Source: an optimization exercise on an open RTL-to-GDS flow (aim: small area). Production flows keep margins and buffers that such runs may drop.
RTL that was checked went through simulation tests only; none was proved equivalent to the original.
Power and IR drop assume default switching activity.

==> delta: inputs <==
## processor
module processor (
    input  wire logic             clock_i,
    input  wire logic             reset_i,
    output logic [XLEN-1:0]       imem_addr_o,
    input  wire logic [XLEN-1:0]  imem_data_i,
    output logic [XLEN-1:0]       dmem_addr_o,
    output logic [XLEN-1:0]       dmem_wdata_o,
    output logic                  dmem_wren_o,
    input  wire logic [XLEN-1:0]  dmem_rdata_i,
    output logic                  rf_write_en_o,
    output logic [REG_W-1:0]      rf_write_reg_o,
    output logic [XLEN-1:0]       rf_write_data_o,
    output logic [REG_W-1:0]      rf_read_reg_a_o,
    output logic [REG_W-1:0]      rf_read_reg_b_o,
    input  wire logic [XLEN-1:0]  rf_read_data_a_i,
    input  wire logic [XLEN-1:0]  rf_read_data_b_i
);
    logic [XLEN-1:0] pc_q;
    logic [XLEN-1:0] res_q;   
    logic            ph_q;    
    logic            tk_q;    
    logic [4:0]  opc, fn, shamt, rd, rs, rt;
    logic [31:0] imm, tgt;
    logic        is_rtype, is_j, is_bne, is_blt, is_addi, is_sw, is_lw;
    assign opc   = imem_data_i[31:27];
    assign rd    = imem_data_i[26:22];
    assign rs    = imem_data_i[21:17];
    assign rt    = imem_data_i[16:12];
    assign shamt = imem_data_i[11:7];
    assign fn    = imem_data_i[6:2];
    assign imm   = {{15{imem_data_i[16]}}, imem_data_i[16:0]};
    assign tgt   = {5'd0, imem_data_i[26:0]};
    assign is_rtype = (opc == 5'd0);
    assign is_j     = (opc == 5'd1);
    assign is_bne   = (opc == 5'd2);
    assign is_addi  = (opc == 5'd5);
    assign is_blt   = (opc == 5'd6);
    assign is_sw    = (opc == 5'd7);
    assign is_lw    = (opc == 5'd8);
    assign imem_addr_o     = pc_q;
    assign rf_read_reg_a_o = rs;
    assign rf_read_reg_b_o = is_rtype ? rt : rd;   
    logic        jmp, sub;
    logic [31:0] add_a, add_b, sum;
    assign jmp   = tk_q && is_j;
    assign sub   = !ph_q && ((is_rtype && fn == 5'd1) || is_bne || is_blt);
    always_comb begin
  ...
==> module processor, before the edit <==
module processor (
    input  wire logic             clock_i,
    input  wire logic             reset_i,
    output logic [XLEN-1:0]       imem_addr_o,
    input  wire logic [XLEN-1:0]  imem_data_i,
    output logic [XLEN-1:0]       dmem_addr_o,
    output logic [XLEN-1:0]       dmem_wdata_o,
    output logic                  dmem_wren_o,
    input  wire logic [XLEN-1:0]  dmem_rdata_i,
    output logic                  rf_write_en_o,
    output logic [REG_W-1:0]      rf_write_reg_o,
    output logic [XLEN-1:0]       rf_write_data_o,
    output logic [REG_W-1:0]      rf_read_reg_a_o,
    output logic [REG_W-1:0]      rf_read_reg_b_o,
    input  wire logic [XLEN-1:0]  rf_read_data_a_i,
    input  wire logic [XLEN-1:0]  rf_read_data_b_i
);
    logic [XLEN-1:0] pc_q;
    logic [XLEN-1:0] res_q;   
    logic            ph_q;    
    logic            tk_q;    
    logic [4:0]  opc, fn, shamt, rd, rs, rt;
    logic [31:0] imm, tgt;
    logic        is_rtype, is_j, is_bne, is_blt, is_addi, is_sw, is_lw;
    assign opc   = imem_data_i[31:27];
    assign rd    = imem_data_i[26:22];
    assign rs    = imem_data_i[21:17];
    assign rt    = imem_data_i[16:12];
    assign shamt = imem_data_i[11:7];
    assign fn    = imem_data_i[6:2];
    assign imm   = {{15{imem_data_i[16]}}, imem_data_i[16:0]};
    assign tgt   = {5'd0, imem_data_i[26:0]};
    assign is_rtype = (opc == 5'd0);
    assign is_j     = (opc == 5'd1);
    assign is_bne   = (opc == 5'd2);
    assign is_addi  = (opc == 5'd5);
    assign is_blt   = (opc == 5'd6);
    assign is_sw    = (opc == 5'd7);
    assign is_lw    = (opc == 5'd8);
    assign imem_addr_o     = pc_q;
    assign rf_read_reg_a_o = rs;
    assign rf_read_reg_b_o = is_rtype ? rt : rd;   
    logic        jmp, sub;
    logic [31:0] add_a, add_b, sum;
    assign jmp   = tk_q && is_j;
    assign sub   = !ph_q && ((is_rtype && fn == 5'd1) || is_bne || is_blt);
    always_comb begin
        if (ph_q) begin
            add_a = jmp ? 32'd0 : pc_q;
            add_b = !tk_q ? 32'd0 : (is_j ? tgt : imm);
        end else begin
            add_a = rf_read_data_a_i;
            add_b = (is_addi || is_sw || is_lw) ? imm : rf_read_data_b_i;
        end
    end
    logic [31:0] g, p;
    alu u_add (
        .a_i   (add_a),
        .b_i   (add_b ^ {32{sub}}),
        .cin_i (sub | (ph_q & !jmp)),
        .sum_o (sum),
        .g_o   (g),
        .p_o   (p)
    );
    logic ne, lt_ab, lt;
    assign ne    = !(&p);   
    assign lt_ab = (rf_read_data_a_i[31] ^ rf_read_data_b_i[31]) ? rf_read_data_a_i[31] : sum[31];
    assign lt    = ne && !lt_ab;   
    logic [31:0] shl, sra;
    assign shl = rf_read_data_a_i << shamt;
    assign sra = $signed(rf_read_data_a_i) >>> shamt;
    logic [31:0] rres;
    always_comb begin
        case (fn)
            5'd0, 5'd1: rres = sum;
            5'd2:       rres = g;   
            5'd3:       rres = g | p;
            5'd4:       rres = shl;
            5'd5:       rres = sra;
            default:    rres = '0;
        endcase
    end
    assign rf_write_reg_o  = rd;
    assign rf_write_data_o = is_lw ? dmem_rdata_i : res_q;
    assign rf_write_en_o   = ph_q && rd != 5'd0 && (is_rtype || is_addi || is_lw);
    assign dmem_addr_o     = res_q;
    assign dmem_wdata_o    = rf_read_data_b_i;
    assign dmem_wren_o     = ph_q && is_sw;
    always_ff @(posedge clock_i) begin
        res_q <= (is_rtype ? rres : sum);
        tk_q  <= is_j || (is_bne && ne) || (is_blt && lt);
        if (reset_i) begin
            pc_q <= '0;
            ph_q <= 1'b0;
        end else begin
            ph_q <= !ph_q;
            if (ph_q) pc_q <= sum;
        end
    end
endmodule
clock: 7.0 ns
lec_check: 0
abc_area: 1
cap_margin: 20
core_margin: 2
core_utilization: 40
slew_margin: 20
run.sh (not shown) runs the stock make flow with config.mk's settings and CLKGATE_MAP_FILE= SYNTH_SCRIPT=/design/flow/synth_recipe.tcl, a recipe that flattens the netlist after the stock synthesis.
==> garnet: changes against delta <==
--- a/flow/design.v
+++ b/flow/design.v
@@ -131,7 +131,17 @@
     assign lt_ab = (rf_read_data_a_i[31] ^ rf_read_data_b_i[31]) ? rf_read_data_a_i[31] : sum[31];
     assign lt    = ne && !lt_ab;   
-    logic [31:0] shl, sra;
-    assign shl = rf_read_data_a_i << shamt;
-    assign sra = $signed(rf_read_data_a_i) >>> shamt;
+    logic        left, fill;
+    logic [31:0] sh_in, sh_out;
+    assign left  = (fn == 5'd4);
+    assign fill  = !left && rf_read_data_a_i[31];
+    always_comb begin
+        for (int i = 0; i < 32; i++) sh_in[i] = left ? rf_read_data_a_i[31-i] : rf_read_data_a_i[i];
+        sh_out = sh_in;
+        if (shamt[0]) sh_out = {{1{fill}},  sh_out[31:1]};
+        if (shamt[1]) sh_out = {{2{fill}},  sh_out[31:2]};
+        if (shamt[2]) sh_out = {{4{fill}},  sh_out[31:4]};
+        if (shamt[3]) sh_out = {{8{fill}},  sh_out[31:8]};
+        if (shamt[4]) sh_out = {{16{fill}}, sh_out[31:16]};
+    end
     logic [31:0] rres;
     always_comb begin
@@ -140,6 +150,6 @@
             5'd2:       rres = g;   
             5'd3:       rres = g | p;
-            5'd4:       rres = shl;
-            5'd5:       rres = sra;
+            5'd4:       for (int i = 0; i < 32; i++) rres[i] = sh_out[31-i];
+            5'd5:       rres = sh_out;
             default:    rres = '0;
         endcase
==> flow/flow/run.sh (new file) <==
#!/bin/bash
# Own layout flow: the standard flow (standard.sh), with two changes to
# how the layout is made:
#  - ABC maps the logic for area alone (abc_area.script beside this file),
#    leaving timing to OpenROAD's repair after placement;
#  - the port buffers placed on every input and output are buf_1 cells.
# Every tool's output goes to the log files ORFS writes under orfs/logs, and
# standard.sh's own output to standard.log in the work folder.
set -euo pipefail
W=$(pwd)
rm -rf "$W/scripts"
cp -r "$FLOW_HOME/scripts" "$W/scripts"
cp "$W/flow/abc_area.script" "$W/scripts/abc_area.script"
export SCRIPTS_DIR="$W/scripts"
export BUFFER_PORTS_ARGS="-buffer_cell sky130_fd_sc_hd__buf_1"
bash standard.sh > "$W/standard.log" 2>&1
==> flow/flow/abc_area.script (new file) <==
strash
dch
amap
topo
stime -c
==> flow/standard.sh (new file) <==
#!/bin/bash
# synth_recipe.tcl (not shown) runs the flow's synth.tcl, then flattens the netlist and writes it again
# the make line also repeats each setting of config.mk as NAME=value (left out here)
make -C /OpenROAD-flow-scripts/flow DESIGN_CONFIG=/design/flow/config.mk WORK_HOME=/design/flow/orfs CLKGATE_MAP_FILE= SYNTH_SCRIPT=/design/flow/synth_recipe.tcl "${@:-finish}"
removed: flow/run.sh
==> summary.md <==
| Metric | Value |
|---|---|
| Status | `timing/DRC/antenna clean` |
| Non-clock buffer share | `roughly 23%` |
| Non-CTS inverters | `242` |
| GR Util met2 | `53.7%` |
| Worst vdd ir | `0.000154 V` |
| Cell count after synthesis | `between 1.5k and 2k` |
| Area contributors post-synth | `nand2_1 (20%), dfxtp_1 (13%), ha_1 (7.7%)` |
| Power Total | `about 2.6 mW` |
| Compound-Gate Fraction of Synth Area | `23.1%` |
| Reg2Reg Depth | `24` |
| DR vias | `12.4k` |
| Final cell count without fillers | `2250` |
| LEAKAGE | `approximately 6.4 nW` |
| Leading cell type in the layout, fill and taps excluded | `nand2_1` |
| Final WS setup | `approximately 370 ps` |
| CP Capture Point | `res_q[27]` |
| WL/cell | `20.8 um` |
| Syn Std Cell Area | `between 10000 and 15000 um2` |
the above is filed under delta

==> summary.md <==
| Metric | Value |
|---|---|
| WL final | `roughly 34000 um` |
| Worst vdd ir | `0.000115 V` |
| LEAKAGE | `around 3.6 nW` |
| WL/cell | `21.0 um` |
| Power Total | `2.01 mW` |
| Syn Std Cell Area | `7900 um2` |
| Final cell count without fillers | `1617` |
| DR vias | `9729` |
| Non-CTS inverters | `131` |
| Cell count after synthesis | `1049` |
| Non-clock buffer share | `14.9%` |
| CP Capture Point | `res_q[31]` |
| Status | `timing/DRC/antenna clean` |
| Die X | `145 um` |
| Leading cell type in the layout, fill and taps excluded | `buf_1` |
| Compound-Gate Fraction of Synth Area | `45.2%` |
| Area contributors post-synth | `dfxtp_1 (17%), o22a_1 (11%), ha_1 (10%)` |
| Reg2Reg Depth | `23` |
| GR Util met2 | `52.7%` |
| Final WS setup | `489 ps` |
the above is filed under garnet

For garnet, only the layout was checked, not whether the RTL still works.

---

==> run a: inputs <==
==> flow/design.v <==
`default_nettype none
package pipe_pkg;
    localparam int XLEN  = 32;   
    localparam int REG_W = 5;    
endpackage
`default_nettype wire
`timescale 1ns/1ns
`default_nettype none
import pipe_pkg::*;
module processor (
    input  wire logic             clock_i,
    input  wire logic             reset_i,
    output logic [XLEN-1:0]       imem_addr_o,
    input  wire logic [XLEN-1:0]  imem_data_i,
    output logic [XLEN-1:0]       dmem_addr_o,
    output logic [XLEN-1:0]       dmem_wdata_o,
    output logic                  dmem_wren_o,
    input  wire logic [XLEN-1:0]  dmem_rdata_i,
    output logic                  rf_write_en_o,
    output logic [REG_W-1:0]      rf_write_reg_o,
    output logic [XLEN-1:0]       rf_write_data_o,
    output logic [REG_W-1:0]      rf_read_reg_a_o,
    output logic [REG_W-1:0]      rf_read_reg_b_o,
    input  wire logic [XLEN-1:0]  rf_read_data_a_i,
    input  wire logic [XLEN-1:0]  rf_read_data_b_i
);
    localparam logic [1:0] S_E = 2'd0;
    localparam logic [1:0] S_W = 2'd1;
    localparam logic [1:0] S_P = 2'd2;
    localparam logic [1:0] S_M = 2'd3;
    logic [1:0]  st_q;
    logic [31:0] pc_q;
    logic [31:0] r_q;     
    logic [1:0]  cnt_q;   
    logic        cy_q;    
    logic        ne_q;    
    logic        tk_q;    
    logic        jmp_q;   
    logic [4:0] opc, fn, shamt, rd, rs, rt;
    logic       is_rtype, is_j, is_bne, is_blt, is_addi, is_sw, is_lw;
    logic       is_shift, right, use_imm, sub;
    assign opc   = imem_data_i[31:27];
    assign rd    = imem_data_i[26:22];
    assign rs    = imem_data_i[21:17];
    assign rt    = imem_data_i[16:12];
    assign shamt = imem_data_i[11:7];
    assign fn    = imem_data_i[6:2];
    assign is_rtype = (opc == 5'd0);
    assign is_j     = (opc == 5'd1);
    assign is_bne   = (opc == 5'd2);
    assign is_addi  = (opc == 5'd5);
    assign is_blt   = (opc == 5'd6);
    assign is_sw    = (opc == 5'd7);
    assign is_lw    = (opc == 5'd8);
    assign is_shift = is_rtype && (fn == 5'd4 || fn == 5'd5);
    assign right    = (fn == 5'd5);
    assign use_imm  = is_addi || is_sw || is_lw;
    assign sub      = (is_rtype && fn == 5'd1) || is_bne || is_blt;
    assign imem_addr_o     = pc_q;
    assign rf_read_reg_a_o = rs;
    assign rf_read_reg_b_o = is_shift ? rs : (is_rtype ? rt : rd);
    logic [1:0] dig;
    logic       first, fill;
    logic [3:0] hi_idx, lo_idx;
    logic [2:0] fsh;
    logic [7:0] d_hi, d_lo;
    assign dig   = ~cnt_q;   
    assign first = (cnt_q == 2'b11);
    assign fill  = is_shift && right && rf_read_data_a_i[31];
    always_comb begin
        if (!is_shift) begin
            hi_idx = {2'b00, dig};
            fsh    = 3'd0;
        end else if (right) begin
            hi_idx = {2'b00, dig} + {2'b00, shamt[4:3]} + 4'd1;
            fsh    = shamt[2:0];
        end else begin
            hi_idx = {2'b00, dig} - {2'b00, shamt[4:3]} + {3'd0, shamt[2:0] == 3'd0};
            fsh    = -shamt[2:0];
        end
        lo_idx = is_shift ? hi_idx - 4'd1 : {2'b00, dig};
    end
    always_comb begin
        if (hi_idx[3:2] != 2'b00) d_hi = {8{fill}};
        else                      d_hi = rf_read_data_a_i[{hi_idx[1:0], 3'b000} +: 8];
        if (lo_idx[3:2] != 2'b00) d_lo = {8{fill}};
        else                      d_lo = rf_read_data_b_i[{lo_idx[1:0], 3'b000} +: 8];
    end
    logic [15:0] pair;
    logic [7:0]  win;
    assign pair = {d_hi, d_lo} >> fsh;
    assign win  = pair[7:0];
    logic [7:0] b_imm, a_d, b_raw, b_d, sum_d;
    logic       cin, cout;
    always_comb begin
        case (dig)
            2'd0: b_imm = imem_data_i[7:0];
            2'd1: b_imm = imem_data_i[15:8];
            2'd2: b_imm = {{7{imem_data_i[16]}}, imem_data_i[16]};
            default: b_imm = {8{imem_data_i[16]}};
        endcase
    end
    always_comb begin
        if (st_q == S_P) begin
            a_d   = jmp_q ? 8'd0 : pc_q[7:0];
            b_raw = tk_q ? r_q[7:0] : 8'd0;
            b_d   = b_raw;
            cin   = first ? !jmp_q : cy_q;
        end else begin
            a_d   = d_hi;
            b_raw = use_imm ? b_imm : d_lo;
            b_d   = b_raw ^ {8{sub}};
            cin   = first ? sub : cy_q;
        end
    end
    assign {cout, sum_d} = {1'b0, a_d} + {1'b0, b_d} + {8'd0, cin};
    logic [7:0] alu_d;
    always_comb begin
        if (is_rtype && st_q == S_E) begin
            case (fn)
                5'd0, 5'd1: alu_d = sum_d;
                5'd2:       alu_d = a_d & b_d;
                5'd3:       alu_d = a_d | b_d;
                5'd4, 5'd5: alu_d = win;
                default:    alu_d = 8'd0;
            endcase
        end else begin
            alu_d = sum_d;
        end
    end
    logic dne, ne_all, lt_ab;
    assign dne    = |sum_d;
    assign ne_all = ne_q || dne;
    assign lt_ab  = (a_d[7] ^ b_raw[7]) ? a_d[7] : sum_d[7];   
    always_ff @(posedge clock_i) begin
        case (st_q)
            S_E: begin
                r_q   <= {alu_d, r_q[31:8]};
                cy_q  <= cout;
                ne_q  <= !first && ne_all || first && dne;
                tk_q  <= is_j || (is_bne && ne_all) || (is_blt && ne_all && !lt_ab);
                jmp_q <= is_j;
                cnt_q <= cnt_q - 2'd1;
                if (cnt_q == 2'd0) st_q <= is_lw ? S_M : S_W;
            end
            S_M: begin
                r_q   <= dmem_rdata_i;
                st_q  <= S_W;
            end
            S_W: begin
                r_q   <= is_j ? {5'd0, imem_data_i[26:0]} : {{15{imem_data_i[16]}}, imem_data_i[16:0]};
                cnt_q <= 2'd3;
                st_q  <= S_P;
            end
            default: begin   
                pc_q  <= {sum_d, pc_q[31:8]};
                r_q   <= {sum_d, r_q[31:8]};
                cy_q  <= cout;
                cnt_q <= cnt_q - 2'd1;
                if (cnt_q == 2'd0) st_q <= S_E;
            end
        endcase
        if (reset_i) begin
            st_q  <= S_P;
            cnt_q <= 2'd3;
            tk_q  <= 1'b0;
            jmp_q <= 1'b1;
        end
    end
    assign rf_write_reg_o  = rd;
    assign rf_write_data_o = r_q;
    assign rf_write_en_o   = (st_q == S_W) && rd != 5'd0 && (is_rtype || is_addi || is_lw);
    assign dmem_addr_o     = r_q;
    assign dmem_wdata_o    = rf_read_data_b_i;
    assign dmem_wren_o     = (st_q == S_W) && is_sw;
endmodule
`default_nettype wire
==> flow/flow/run.sh <==
#!/bin/bash
# Own layout flow: the standard flow (standard.sh), with two changes to
# how the layout is made:
#  - ABC maps the logic for area alone (abc_area.script beside this file),
#    leaving timing to OpenROAD's repair after placement;
#  - the port buffers placed on every input and output are buf_1 cells.
# Every tool's output goes to the log files ORFS writes under orfs/logs, and
# standard.sh's own output to standard.log in the work folder.
set -euo pipefail
W=$(pwd)
rm -rf "$W/scripts"
cp -r "$FLOW_HOME/scripts" "$W/scripts"
cp "$W/flow/abc_area.script" "$W/scripts/abc_area.script"
export SCRIPTS_DIR="$W/scripts"
export BUFFER_PORTS_ARGS="-buffer_cell sky130_fd_sc_hd__buf_1"
export ADDER_MAP_FILE=
bash standard.sh > "$W/standard.log" 2>&1
==> flow/flow/abc_area.script <==
strash
dc2
dc2
dch -f
amap
topo
stime -c
upsize -c
dnsize -c
stime -c
==> flow/standard.sh <==
#!/bin/bash
# synth_recipe.tcl (not shown) runs the flow's synth.tcl, then flattens the netlist and writes it again
# the make line also repeats each setting of config.mk as NAME=value (left out here)
make -C /OpenROAD-flow-scripts/flow DESIGN_CONFIG=/design/flow/config.mk WORK_HOME=/design/flow/orfs CLKGATE_MAP_FILE= SYNTH_SCRIPT=/design/flow/synth_recipe.tcl "${@:-finish}"
==> flow/config.mk <==
export PLATFORM = sky130hd
export DESIGN_NAME = processor
export DESIGN_NICKNAME = processor
export VERILOG_FILES = /design/flow/design.v
export SDC_FILE = /design/flow/constraint.sdc
export NUM_CORES = 4
export LEC_CHECK = 0
export ABC_AREA = 1
export ABC_CLOCK_PERIOD_IN_PS = 5000
export CAP_MARGIN = 20
export CORE_MARGIN = 2
export CORE_UTILIZATION = 40
export CTS_BUF_LIST = sky130_fd_sc_hd__clkbuf_8
export SLEW_MARGIN = 20
==> flow/constraint.sdc <==
create_clock -name core_clock -period 7.0 [get_ports {clock_i}]
set_input_delay 1.4000 -clock core_clock [delete_from_list [all_inputs] [get_ports {clock_i}]]
set_output_delay 1.4000 -clock core_clock [all_outputs]
set_load 0.01 [all_outputs]
==> run b: changes against run a <==
==> flow/flow/abc_area.script (replaced) <==
strash
dc2
dc2
dch -f
amap
strash
dc2
dch -f
amap
topo
stime -c
upsize -c
dnsize -c
stime -c
==> run c: changes against run a <==
==> flow/flow/abc_area.script (replaced) <==
strash
dc2
dc2
dch -f
amap
topo
stime -c
buffer -c
upsize -c
dnsize -c
stime -c
--- a/flow/config.mk
+++ b/flow/config.mk
@@ -8,3 +8,3 @@
 export ABC_AREA = 1
-export ABC_CLOCK_PERIOD_IN_PS = 5000
+export ABC_CLOCK_PERIOD_IN_PS = 6000
 export CAP_MARGIN = 20
==> notes <==
The lowest critical path depth belongs to run b, the highest to run c.
Hold slack: run a is lower than run b (0.0035 ns).
Of run b and run a, run a has the higher power (gap 0.46%, measured against run a).
In cell area, run c and run a hardly differ.
In run b the sequential share of layout area is higher than in run a, by 0.32 points.
Of run a and run b, run b has the higher cell count (gap 0.94%, measured against run b).
The highest first-iteration DRC count belongs to run c, the lowest to run a.

-- port drivers added, routing unchanged --
How much do the figures lean on ideal ports? The routed layouts below were timed once more, with nothing changed but the port constraints. Step 1 sets driving cells, clkbuf_16 on the clock port and buf_2 on the other inputs (assumed; they add their load-dependent delay and slew). Step 2 adds t to the input delays and takes it off the output delays; t is the mean of the earliest and latest rising clock arrival at the registers after step 1. Input paths then give back, and output paths get back, about the clock's delay inside the block. Slacks: no drivers / after step 1 / after step 2; pairs: no drivers / after step 1.
run	shift t [ns]	slack for setup (ns)	worst setup path after step 2	clock arrival spread, ns	worst slew at a driven data input, ns
delta	0.403	0.374 / 0.397 / -0.006	input to register	0.012 / 0.012	0.06
garnet	0.393	0.489 / 0.507 / 0.114	input to register	0.006 / 0.006	0.06
run a	0.391	0.671 / 0.683 / 0.292	input to register	0.014 / 0.014	0.06
run b	0.384	0.646 / 0.632 / 0.248	input to register	0.012 / 0.011	0.06
run c	0.387	0.763 / 0.756 / 0.369	input to register	0.009 / 0.010	0.04
Met with ideal ports but missed after step 2: setup timing in delta. For run b, which loses most, drivers alone change the setup slack by -0.014 ns; drivers and shift together by -0.398 ns.
